Context: an optimization exercise on an open-source flow, tuned for small area. The choices shown serve that exercise and are no tape-out recipe. In this exercise RTL edits were held to simulation tests only and were not proved equivalent to the original.

run A:
==> flow/design.v <==
module neuron_status_sequencer #(
  parameter int DATA_WIDTH        = 64,
  parameter int TREF_WIDTH        = 5,
  parameter int NEURON_ADDR_WIDTH = 4
) (
  input  logic                         Clock,
  input  logic                         Reset,
  input  logic                         Start,
  input  logic                         InitWrEn,
  input  logic [NEURON_ADDR_WIDTH-1:0] InitAddr,
  input  logic signed [DATA_WIDTH-1:0] InitVmem,
  output logic                         UpdateEnable,
  output logic [NEURON_ADDR_WIDTH-1:0] NeuronAddr,
  output logic signed [DATA_WIDTH-1:0] Vmem,
  output logic signed [DATA_WIDTH-1:0] gex,
  output logic signed [DATA_WIDTH-1:0] gin,
  output logic [TREF_WIDTH+2:0]        RefVal,
  input  logic signed [DATA_WIDTH-1:0] VmemIn,
  input  logic signed [DATA_WIDTH-1:0] gexIn,
  input  logic signed [DATA_WIDTH-1:0] ginIn,
  input  logic [TREF_WIDTH+2:0]        RefValIn,
  input  logic                         SpikeIn,
  output logic                         SpikeValid,
  output logic [NEURON_ADDR_WIDTH-1:0] SpikeAddr,
  output logic                         Busy,
  output logic                         Done
);
  localparam int NUM_NEURONS = 1 << NEURON_ADDR_WIDTH;
  localparam int REF_WIDTH   = TREF_WIDTH + 3;
  localparam int G_WIDTH     = 2 * DATA_WIDTH + REF_WIDTH;
  logic capture;
  assign UpdateEnable = Busy & ~capture & ~Done;
  always_ff @(posedge Clock) begin
    if (Reset) begin
      Busy       <= 1'b0;
      capture    <= 1'b0;
      Done       <= 1'b0;
      NeuronAddr <= '0;
    end else if (!Busy) begin
      Busy <= Start;
    end else if (Done) begin
      Busy <= 1'b0;
      Done <= 1'b0;
    end else if (!capture) begin
      capture <= 1'b1;
    end else begin
      capture    <= 1'b0;
      NeuronAddr <= NeuronAddr + 1'b1;
      Done       <= &NeuronAddr;
    end
  end
  logic init_write;
  assign init_write = ~Busy & InitWrEn;
  logic [NUM_NEURONS-1:0] vmem_v;
  logic [NUM_NEURONS-1:0] g_v;
  always_ff @(posedge Clock) begin
    for (int i = 0; i < NUM_NEURONS; i++) begin
      if (Reset) begin
        vmem_v[i] <= 1'b0;
        g_v[i]    <= 1'b0;
      end else if (init_write && InitAddr == i) begin
        vmem_v[i] <= 1'b1;
        g_v[i]    <= 1'b0;
      end else if (capture && NeuronAddr == i) begin
        vmem_v[i] <= 1'b1;
        g_v[i]    <= 1'b1;
      end
    end
  end
  logic [DATA_WIDTH-1:0] vmem_q [NUM_NEURONS];
  logic [DATA_WIDTH-1:0] vmem_wd;
  assign vmem_wd = capture ? VmemIn : InitVmem;
  always_ff @(posedge Clock) begin
    for (int i = 0; i < NUM_NEURONS; i++) begin
      if ((init_write && InitAddr == i) || (capture && NeuronAddr == i))
        vmem_q[i] <= vmem_wd;
    end
  end
  always_comb begin
    Vmem = '0;
    for (int i = 0; i < NUM_NEURONS; i++)
      Vmem = Vmem | (vmem_q[i] & {DATA_WIDTH{vmem_v[i] && NeuronAddr == i}});
  end
  logic [G_WIDTH-1:0] g_q [NUM_NEURONS];
  always_ff @(posedge Clock) begin
    if (capture) begin
      for (int i = 0; i < NUM_NEURONS - 1; i++)
        g_q[i] <= g_q[i+1];
      g_q[NUM_NEURONS-1] <= {gexIn, ginIn, RefValIn};
    end
  end
  logic g_ok;
  assign g_ok = g_v[NeuronAddr];
  assign {gex, gin, RefVal} = g_q[0] & {G_WIDTH{g_ok}};
  logic [NEURON_ADDR_WIDTH-1:0] spike_addr_q;
  assign SpikeValid = capture & SpikeIn;
  assign SpikeAddr  = SpikeValid ? NeuronAddr : spike_addr_q;
  always_ff @(posedge Clock) begin
    if (Reset)
      spike_addr_q <= '0;
    else if (SpikeValid)
      spike_addr_q <= NeuronAddr;
  end
endmodule
clock: 6.0 ns
lec_check: 0
cap_margin: 20
core_margin: 2
core_utilization: 55
cts_buf_list: sky130_fd_sc_hd__clkbuf_4 sky130_fd_sc_hd__clkbuf_8
cts_cluster_size: 25
place_density: 0.65
slew_margin: 20
run.sh (not shown) runs the stock make flow with config.mk's settings and CLKGATE_MAP_FILE= SYNTH_SCRIPT=/design/flow/synth_recipe.tcl, a recipe that flattens the netlist after the stock synthesis.
> inputs changed (run A -> run B)
# run A
export LEC_CHECK = 0
export CAP_MARGIN = 20
export CORE_MARGIN = 2
export CORE_UTILIZATION = 55
export CTS_BUF_LIST = sky130_fd_sc_hd__clkbuf_4 sky130_fd_sc_hd__clkbuf_8
export CTS_CLUSTER_SIZE = 25
export PLACE_DENSITY = 0.65
export SLEW_MARGIN = 20
create_clock -name core_clock -period 6.0 [get_ports {Clock}]
# run B
export LEC_CHECK = 0
export CAP_MARGIN = 20
export CORE_MARGIN = 2
export CORE_UTILIZATION = 55
export CTS_CLUSTER_DIAMETER = 60
export CTS_CLUSTER_SIZE = 30
export PLACE_DENSITY = 0.65
export SLEW_MARGIN = 20
create_clock -name core_clock -period 6.0 [get_ports {Clock}]
Notes after the runs:
Between run B and run A, it is run B whose final area is lower, by 0.0029 mm². Buffers inserted during post-CTS setup optimization: run A vs run B identical. On sequential portion of the cell area: run B sits above run A. Delta (run B minus run A): least setup slack across all paths after layout went up by 58 ps; final cell count shows a reduction of 541; wire length decreased about 2.8%. Changes observed in run B relative to run A: layout-stage area growth over the synthesis result lower, multi-input logic area ~0 delta.
Relative to run B, the following input files were edited for run C:
# run B
export LEC_CHECK = 0
export CAP_MARGIN = 20
export CORE_MARGIN = 2
export CORE_UTILIZATION = 55
export CTS_CLUSTER_DIAMETER = 60
export CTS_CLUSTER_SIZE = 30
export PLACE_DENSITY = 0.65
export SLEW_MARGIN = 20
create_clock -name core_clock -period 6.0 [get_ports {Clock}]
# run C
export LEC_CHECK = 0
export CAP_MARGIN = 20
export CORE_MARGIN = 2
export CORE_UTILIZATION = 40
export SLEW_MARGIN = 20
create_clock -name core_clock -period 6.0 [get_ports {Clock}]
### Flow results
The run with more routed wire is run C, not run B.
Delta (run C minus run B): worst hold slack after final layout decreased 48 ps, vertical die dimension +75 µm, critical path depth rose by 1.
Compared with run B, run C shows final net count that has gone up by a few percent.
Compared with run B, run C shows wire length of the first global-routing pass higher by about 8%.
Run C vs run B: largest stage delay on the critical path down in run C

==> static timing again, ports no longer ideal <==
Ports are ideal in the flow. The routed layouts listed here were re-timed in OpenROAD.
Step 1, drivers: a clkbuf_16 drives Clock and a buf_2 each remaining input, both assumed.
Step 2 moves the port delays by t, midway between the first and last clock arrival at a register: inputs arrive t later, outputs are due t later. That takes back most of the time a late clock gives input paths.
Slacks: ideal / step 1 / step 2; pairs: ideal / step 1.
run	shift t [ns]	slack for setup (ns)	worst register clock-pin slew, ns
run A	1.116	0.317 / 0.243 / 1.359	0.07 / 0.07
run B	0.895	0.376 / 0.298 / 1.193	0.11 / 0.11
run C	0.983	0.394 / 0.306 / 1.289	0.07 / 0.07
After both steps every run listed still meets setup and hold.
